From an optimization exercise on the open Yosys and OpenROAD flow, aimed at a short achievable clock period and few clock cycles; shortcuts taken in it are not production practice. Only simulation tests tie the RTL to the original design; equivalence was not proved. The clock port is modelled as an ideal driver, which makes a skipped or thinned clock tree look cheaper than it is; a real chip needs a root buffer or a tree. Power figures rest on the tool's default switching activity, not on a simulated workload.

red:
==> flow/design.v (excerpt) <==
module cim_node #(
    parameter logic [1:0] NODE_ID = 2'd0
) (
    input  logic clk,
    input  logic rst_n,
    input  logic [3:0] bus_op,
    input  logic [47:0] bus_data,
    input  logic [1:0] bus_target_or_sender,
    output logic [3:0] bus_out_op,
    output logic [47:0] bus_out_data,
    output logic [1:0] bus_out_target_or_sender,
    output logic bus_drive,
    output logic is_ready
);
    logic par_we;
    logic [5:0] par_addr;
    logic [15:0] par_data;
    logic word_v;
    logic [4:0] ng;
    logic [4:0] m1;
    logic [4:0] m2;
    logic [4:0] m3;
    logic [4:0] m4;
    logic p5;
    logic n5;
    logic [4:0] word_idx;
    logic load_start;
    logic [15:0] k1;
    logic [17:0] k3;
    logic [10:0] nk;
    logic [15:0] bias;
    logic [15:0] base;
    logic [15:0] acc_next;
    logic [15:0] res0;
    logic [15:0] res1;
    logic [15:0] res2;
    logic [15:0] res3;
    assign bus_out_target_or_sender = NODE_ID;   
    bus_rx_ctrl #(.NODE_ID(NODE_ID)) u_bus_rx_ctrl (
        .clk(clk),
        .rst_n(rst_n),
        .bus_op(bus_op),
        .bus_data(bus_data),
        .bus_target_or_sender(bus_target_or_sender),
        .par_we(par_we),
        .par_addr(par_addr),
        .par_data(par_data),
        .word_v(word_v),
        .ng(ng),
        .m1(m1),
        .m2(m2),
        .m3(m3),
        .m4(m4),
        .p5(p5),
        .n5(n5),
        .word_idx(word_idx),
        .load_start(load_start)
    );
    cim_mem u_cim_mem (
        .clk(clk),
        .par_we(par_we),
        .par_addr(par_addr),
        .par_data(par_data),
        .word_v(word_v),
        .k1(k1),
        .k3(k3),
        .nk(nk),
        .bias(bias)
    );
  ...
export LEC_CHECK = 0
export CAP_MARGIN = 20
export CORE_MARGIN = 2
export CORE_UTILIZATION = 40
export PLACE_DENSITY = 0.6
export SLEW_MARGIN = 20
create_clock -name core_clock -period 10.0 [get_ports {clk}]
standard.sh (not shown) runs the stock make flow with config.mk's settings and CLKGATE_MAP_FILE= SYNTH_SCRIPT=/design/flow/synth_recipe.tcl, a recipe that flattens the netlist after the stock synthesis.
==> flow/flow/run.sh <==
#!/bin/bash
set -euo pipefail
bash standard.sh ADDER_MAP_FILE= SETUP_SLACK_MARGIN=7.3 POST_CTS_TCL="$PWD/flow/post_cts.tcl" finish > standard_flow.log 2>&1
==> flow/flow/post_cts.tcl <==
proc remove_clock_root { port_name max_loads } {
  set block [ord::get_db_block]
  set clk_net [[$block findBTerm $port_name] getNet]
  set its [$clk_net getITerms]
  if {[llength $its] != 1} { puts "remove_clock_root: clock net has [llength $its] loads, kept"; return }
  set root [[lindex $its 0] getInst]
  set out_net [[$root findITerm X] getNet]
  if {$out_net eq "NULL"} { set out_net [[$root findITerm Y] getNet] }
  set loads [$out_net getITerms]
  # loads other than the root's own output pin
  set sinks {}
  foreach it $loads { if {[$it getInst] ne $root} { lappend sinks $it } }
  if {[llength $sinks] > $max_loads} { puts "remove_clock_root: root drives [llength $sinks] pins, kept"; return }
  foreach it $sinks { $it disconnect; $it connect $clk_net }
  puts "remove_clock_root: removed [$root getName], clock port now drives [llength $sinks] pins"
  odb::dbInst_destroy $root
  odb::dbNet_destroy $out_net
}

remove_clock_root clk 4
Testbench counts of red, summed over its fixed seeds: cycles 50,848.
> inputs changed (red -> blue)
==> flow/flow/run.sh <==
#!/bin/bash
# Standard layout, with timing repair aiming well past the 10 ns constraint
set -euo pipefail
bash standard.sh SETUP_SLACK_MARGIN=7 finish > standard_flow.log 2>&1
removed: flow/flow/post_cts.tcl
==> summary.txt <==
blue reached the final stage; the timing, design-rule and antenna checks on its layout passed. The most area-hungry cell class in the final design comes out multi-input gates in one run and registers in the other, namely in red and blue respectively. The via count reported for blue is lower than the one for red. Comparing the two runs side by side, blue comes out ahead of red on worst hold slack. Delta (blue minus red): total routing resource utilization after global routing -0.52 points; design internal power -about 2.6%.
[inputs] green vs blue
==> flow/flow/run.sh <==
#!/bin/bash
set -euo pipefail
bash standard.sh SETUP_SLACK_MARGIN=7.2 POST_CTS_TCL="$PWD/flow/post_cts.tcl" finish > standard_flow.log 2>&1
==> flow/flow/post_cts.tcl (new file) <==
proc remove_clock_root { port_name max_loads } {
  set block [ord::get_db_block]
  set clk_net [[$block findBTerm $port_name] getNet]
  set its [$clk_net getITerms]
  if {[llength $its] != 1} { puts "remove_clock_root: clock net has [llength $its] loads, kept"; return }
  set root [[lindex $its 0] getInst]
  set out_net [[$root findITerm X] getNet]
  if {$out_net eq "NULL"} { set out_net [[$root findITerm Y] getNet] }
  set loads [$out_net getITerms]
  # loads other than the root's own output pin
  set sinks {}
  foreach it $loads { if {[$it getInst] ne $root} { lappend sinks $it } }
  if {[llength $sinks] > $max_loads} { puts "remove_clock_root: root drives [llength $sinks] pins, kept"; return }
  foreach it $sinks { $it disconnect; $it connect $clk_net }
  puts "remove_clock_root: removed [$root getName], clock port now drives [llength $sinks] pins"
  odb::dbInst_destroy $root
  odb::dbNet_destroy $out_net
}

remove_clock_root clk 4
Findings:
- green completed every stage of the flow, and the final layout passed the timing, design-rule and antenna checks.
- green vs blue on final worst setup slack: green is the higher one.
- blue → green: initial antenna violation count fell by 5, sum of internal, switching and leakage power now sits higher, cell count grew by 41, final max-slew violation count held steady, fraction of area in registers went down.
Changes in orange relative to green:
==> flow/flow/run.sh <==
#!/bin/bash
set -euo pipefail
bash standard.sh SETUP_SLACK_MARGIN=7.4 POST_CTS_TCL="$PWD/flow/post_cts.tcl" finish > standard_flow.log 2>&1
==> comparison <==
- The flow did not stop early for orange: all stages ran, and the layout cleared the timing, design-rule and antenna checks.
- Share of the cycle needed by the critical path after routing was higher in the run labelled orange.
- green -> orange: total die area delta 0, exact match
- On share of synthesized flip-flops with an asynchronous set or reset, green and orange are basically level.
- Per the comparison of orange with green, synthesized area shows no meaningful change; power per cell area decreased 4.8 nW/um^2; final worst-path setup slack down 0.049 ns.


Another version of the RTL of cim_node (not shown whole).
Size in the first run: about 1900 cells after synthesis, roughly 23000 sq um of cells after synthesis.
// cim_node
module cim_node #(
    parameter logic [1:0] NODE_ID = 2'd0
) (
    input  logic clk,
    input  logic rst_n,
    input  logic [3:0] bus_op,
    input  logic [47:0] bus_data,
    input  logic [1:0] bus_target_or_sender,
    output logic [3:0] bus_out_op,
    output logic [47:0] bus_out_data,
    output logic [1:0] bus_out_target_or_sender,
    output logic bus_drive,
    output logic is_ready
);
==> flow/config.mk <==
export PLATFORM = sky130hd
export DESIGN_NAME = cim_node
export DESIGN_NICKNAME = cim_node
export VERILOG_FILES = /design/flow/design.v
export SDC_FILE = /design/flow/constraint.sdc
export NUM_CORES = 4
export LEC_CHECK = 0
export CAP_MARGIN = 20
export CORE_MARGIN = 2
export CORE_UTILIZATION = 40
export PLACE_DENSITY = 0.6
export SLEW_MARGIN = 20
==> flow/constraint.sdc <==
create_clock -name core_clock -period 10.0 [get_ports {clk}]
set_input_delay 2.0000 -clock core_clock [delete_from_list [all_inputs] [get_ports {clk}]]
set_output_delay 2.0000 -clock core_clock [all_outputs]
set_load 0.01 [all_outputs]
==> flow/flow/run.sh <==
#!/bin/bash
# Standard layout, with timing repair aiming well past the 10 ns constraint, and the clock
# tree rebuilt after CTS as two buffer levels (the clock port drives four root buffers, each
# feeding the leaf buffers of its region; leaf buffers drive ~24 flip-flops each).
set -euo pipefail
bash standard.sh SETUP_SLACK_MARGIN=7.2 POST_CTS_TCL="$PWD/flow/post_cts.tcl" finish > standard_flow.log 2>&1
==> flow/flow/post_cts.tcl <==
# Rebuild the clock tree as two buffer levels: the clock port drives NROOT root buffers, each
# driving the leaf buffers of its region; each leaf buffer drives a cluster of nearby
# flip-flop clock pins. Every register sees the same two buffer levels.
proc ct_kmeans { pts K iters } {
  # pts: list of {x y}; returns list of cluster index per point (size-capped assignment)
  set n [llength $pts]
  set sorted [lsort -integer -index 0 [lmap p $pts {lindex $p 0}]]
  set order [lsort -integer -indices [lmap p $pts {lindex $p 0}]]
  set cx {}; set cy {}
  for {set k 0} {$k < $K} {incr k} {
    set p [lindex $pts [lindex $order [expr {int(($k + 0.5) * $n / $K)}]]]
    lappend cx [lindex $p 0]; lappend cy [lindex $p 1]
  }
  set cap [expr {int(ceil(1.1 * $n / $K))}]
  for {set it 0} {$it < $iters} {incr it} {
    set pairs {}
    for {set i 0} {$i < $n} {incr i} {
      set p [lindex $pts $i]
      for {set k 0} {$k < $K} {incr k} {
        lappend pairs [list [expr {abs([lindex $p 0] - [lindex $cx $k]) + abs([lindex $p 1] - [lindex $cy $k])}] $i $k]
      }
    }
    set pairs [lsort -integer -index 0 $pairs]
    array unset asg; array unset cnt
    for {set k 0} {$k < $K} {incr k} { set cnt($k) 0; set sx($k) 0; set sy($k) 0 }
    foreach pr $pairs {
      lassign $pr d i k
      if {[info exists asg($i)] || $cnt($k) >= $cap} continue
      set asg($i) $k; incr cnt($k)
      set p [lindex $pts $i]
      set sx($k) [expr {$sx($k) + [lindex $p 0]}]; set sy($k) [expr {$sy($k) + [lindex $p 1]}]
    }
    for {set k 0} {$k < $K} {incr k} {
      if {$cnt($k) > 0} { lset cx $k [expr {$sx($k) / $cnt($k)}]; lset cy $k [expr {$sy($k) / $cnt($k)}] }
    }
  }
  set res {}
  for {set i 0} {$i < $n} {incr i} { lappend res $asg($i) }
  return [list $res $cx $cy]
}

proc ct_place { inst x y } {
  set m [$inst getMaster]
  $inst setLocation [expr {int($x - [$m getWidth] / 2)}] [expr {int($y - [$m getHeight] / 2)}]
  $inst setPlacementStatus PLACED
}

proc rebuild_clock_tree { port_name per_leaf nroot buf } {
  set block [ord::get_db_block]
  set db [ord::get_db]
  set port_net [[$block findBTerm $port_name] getNet]
  # Walk the existing tree: clock pins are sinks, every other cell on it is tree
  set queue [list $port_net]
  set sinks {}
  set tree_insts {}
  set tree_nets {}
  while {[llength $queue]} {
    set net [lindex $queue 0]; set queue [lrange $queue 1 end]
    foreach it [$net getITerms] {
      if {[$it isOutputSignal]} continue
      set inst [$it getInst]
      if {[[$it getMTerm] getName] eq "CLK"} { lappend sinks $it; continue }
      if {[lsearch -exact $tree_insts $inst] >= 0} continue
      lappend tree_insts $inst
      foreach ot [$inst getITerms] {
        if {[$ot isOutputSignal] && [$ot getNet] ne "NULL"} {
          lappend queue [$ot getNet]; lappend tree_nets [$ot getNet]
        }
      }
    }
  }
  set pts {}
  foreach it $sinks {
    set bb [[$it getInst] getBBox]
    lappend pts [list [expr {([$bb xMin] + [$bb xMax]) / 2}] [expr {([$bb yMin] + [$bb yMax]) / 2}]]
    $it disconnect
  }
  foreach inst $tree_insts { foreach it [$inst getITerms] { if {[$it getNet] ne "NULL"} { $it disconnect } } ; odb::dbInst_destroy $inst }
  foreach net $tree_nets { odb::dbNet_destroy $net }
  set n [llength $sinks]
  set K [expr {max($nroot, int(round(double($n) / $per_leaf)))}]
  lassign [ct_kmeans $pts $K 25] asg lx ly
  set lpts {}
  for {set k 0} {$k < $K} {incr k} { lappend lpts [list [lindex $lx $k] [lindex $ly $k]] }
  lassign [ct_kmeans $lpts $nroot 25] rasg rx ry
  set master [$db findMaster $buf]
  set rnets {}
  for {set r 0} {$r < $nroot} {incr r} {
    set inst [odb::dbInst_create $block $master "clkbuf_root_$r"]
    ct_place $inst [lindex $rx $r] [lindex $ry $r]
    set net [odb::dbNet_create $block "clknet_root_$r"]
    $net setSigType CLOCK
    [$inst findITerm A] connect $port_net
    [$inst findITerm X] connect $net
    lappend rnets $net
  }
  set lnets {}
  for {set k 0} {$k < $K} {incr k} {
    set inst [odb::dbInst_create $block $master "clkbuf_leaf_$k"]
    ct_place $inst [lindex $lx $k] [lindex $ly $k]
    set net [odb::dbNet_create $block "clknet_leaf_$k"]
    $net setSigType CLOCK
    [$inst findITerm A] connect [lindex $rnets [lindex $rasg $k]]
    [$inst findITerm X] connect $net
    lappend lnets $net
  }
  for {set i 0} {$i < $n} {incr i} { [lindex $sinks $i] connect [lindex $lnets [lindex $asg $i]] }
  puts "rebuild_clock_tree: removed [llength $tree_insts] cells, $n sinks, $K leaf and $nroot root buffers"
}

rebuild_clock_tree clk 24 4 sky130_fd_sc_hd__clkbuf_16
detailed_placement
estimate_parasitics -placement
The first run produced a clean layout.
Testbench counts at the start, summed over its fixed seeds: cycles 51,328.
Next try:
--- a/flow/flow/run.sh
+++ b/flow/flow/run.sh
@@ -3,3 +3,3 @@
 # tree rebuilt after CTS as two buffer levels (the clock port drives four root buffers, each
-# feeding the leaf buffers of its region; leaf buffers drive ~24 flip-flops each).
+# feeding the leaf buffers of its region; leaf buffers drive ~18 flip-flops each).
 set -euo pipefail
--- a/flow/flow/post_cts.tcl
+++ b/flow/flow/post_cts.tcl
@@ -110,3 +110,3 @@
 
-rebuild_clock_tree clk 24 4 sky130_fd_sc_hd__clkbuf_16
+rebuild_clock_tree clk 18 4 sky130_fd_sc_hd__clkbuf_16
 detailed_placement
Outcome: The new run passed the timing, design-rule and antenna checks. Clock skew went up by 13 ps. Final area increases by 0.55%. Combinational power stays flat. Power rises by 2.7%. Utilization rose by 0.25 points.
Next try:
==> flow/flow/run.sh (replaced) <==
#!/bin/bash
# Standard layout, with timing repair aiming well past the 10 ns constraint, and the clock
# tree rebuilt after CTS as two buffer levels (the clock port drives four root buffers, each
# feeding the leaf buffers of its region; leaf buffers drive ~12 flip-flops each).
set -euo pipefail
bash standard.sh SETUP_SLACK_MARGIN=7.3 POST_CTS_TCL="$PWD/flow/post_cts.tcl" finish > standard_flow.log 2>&1
--- a/flow/flow/post_cts.tcl
+++ b/flow/flow/post_cts.tcl
@@ -110,3 +110,3 @@
 
-rebuild_clock_tree clk 18 4 sky130_fd_sc_hd__clkbuf_16
+rebuild_clock_tree clk 12 4 sky130_fd_sc_hd__clkbuf_16
 detailed_placement
After rerunning:
- The changed run completed without violations
- synthesized cell count is unchanged
- die area stays the same
- wire length went up slightly
- area after synthesis does not change
- cell count is higher slightly
Next try:
==> flow/flow/run.sh (replaced) <==
#!/bin/bash
# Standard layout, with timing repair aiming well past the 10 ns constraint, and the clock
# tree rebuilt after CTS as two buffer levels (the clock port drives four root buffers, each
# feeding the leaf buffers of its region; leaf buffers drive ~18 flip-flops each), then
# timing repaired again against the new tree.
set -euo pipefail
bash standard.sh SETUP_SLACK_MARGIN=7.2 POST_CTS_TCL="$PWD/flow/post_cts.tcl" finish > standard_flow.log 2>&1
--- a/flow/flow/post_cts.tcl
+++ b/flow/flow/post_cts.tcl
@@ -110,4 +110,8 @@
 
-rebuild_clock_tree clk 12 4 sky130_fd_sc_hd__clkbuf_16
+rebuild_clock_tree clk 18 4 sky130_fd_sc_hd__clkbuf_16
 detailed_placement
 estimate_parasitics -placement
+# Repair again against the rebuilt tree's latencies, then legalize
+repair_timing_helper
+detailed_placement
+estimate_parasitics -placement
=>
- combinational power drops by about 9%
- total power shrinks by 7.4%
- worst setup slack improved by 47 ps
- cell count went down by 0.51%
- synthesized cell count does not change
- clock skew falls by 3.6 ps
- sequential power hardly moves
Next try:
--- a/flow/flow/run.sh
+++ b/flow/flow/run.sh
@@ -3,4 +3,3 @@
 # tree rebuilt after CTS as two buffer levels (the clock port drives four root buffers, each
-# feeding the leaf buffers of its region; leaf buffers drive ~18 flip-flops each), then
-# timing repaired again against the new tree.
+# feeding the leaf buffers of its region; leaf buffers drive ~18 flip-flops each).
 set -euo pipefail
--- a/flow/flow/post_cts.tcl
+++ b/flow/flow/post_cts.tcl
@@ -113,5 +113 @@
 estimate_parasitics -placement
-# Repair again against the rebuilt tree's latencies, then legalize
-repair_timing_helper
-detailed_placement
-estimate_parasitics -placement
--- a/flow/config.mk
+++ b/flow/config.mk
@@ -9,4 +9,4 @@
 export CORE_MARGIN = 2
-export CORE_UTILIZATION = 40
-export PLACE_DENSITY = 0.6
+export CORE_UTILIZATION = 50
+export PLACE_DENSITY = 0.65
 export SLEW_MARGIN = 20
Via count grows by 0.55%; worst setup slack gets worse by 6.7 ps; wire length shrinks by 4.2%; core utilization grows by 11 points; flip-flop and latch count stays the same.
In every run of this note, the design's own scripts or RTL, not TritonCTS, make the clock network.

==> port drivers added, routing unchanged <==
Ports are ideal in the flow. The routed layouts listed here were re-timed in OpenROAD.
Step 1 (the two cells are an assumption about what drives the block):
set clk [get_ports {clk}]
set_driving_cell -lib_cell sky130_fd_sc_hd__clkbuf_16 $clk
set_driving_cell -lib_cell sky130_fd_sc_hd__buf_2 [delete_from_list [all_inputs] $clk]
Step 2 also shifts input and output timing later by t, the mid clock arrival at the registers, as if the neighbouring blocks saw the same clock.
Slacks: no drivers / after step 1 / after step 2; pairs: no drivers / after step 1.
| run | t, ns | setup WS [ns] | latest minus earliest clock arrival (ns) | worst register clock-pin slew, ns | worst data-port slew with drivers (ns) |
|---|---|---|---|---|---|
| red | 0.516 | 6.818 / 6.818 / 6.658 | 0.030 / 0.029 | 0.06 / 0.06 | 0.06 |
| blue | 0.643 | 6.957 / 6.899 / 6.416 | 0.022 / 0.022 | 0.07 / 0.07 | 0.05 |
| green | 0.517 | 7.054 / 7.015 / 6.772 | 0.044 / 0.044 | 0.06 / 0.06 | 0.14 |
| orange | 0.512 | 7.005 / 7.005 / 6.738 | 0.025 / 0.025 | 0.06 / 0.06 | 0.09 |
| the first run of note 2 | 0.471 | 7.149 / 7.026 / 6.628 | 0.038 / 0.038 | 0.11 / 0.11 | 0.31 |
| the second run of note 2 | 0.467 | 7.186 / 7.063 / 6.606 | 0.051 / 0.051 | 0.08 / 0.08 | 0.30 |
| the third run of note 2 | 0.492 | 7.132 / 7.012 / 6.540 | 0.057 / 0.057 | 0.06 / 0.06 | 0.42 |
| the fourth run of note 2 | 0.464 | 7.179 / 7.018 / 6.554 | 0.054 / 0.054 | 0.08 / 0.08 | 0.38 |
| the fifth run of note 2 | 0.446 | 7.172 / 7.060 / 6.636 | 0.083 / 0.082 | 0.08 / 0.08 | 0.31 |
After both steps every run listed still meets setup and hold. For the fourth run of note 2, which loses most, drivers alone change the setup slack by -0.161 ns; drivers and shift together by -0.625 ns.
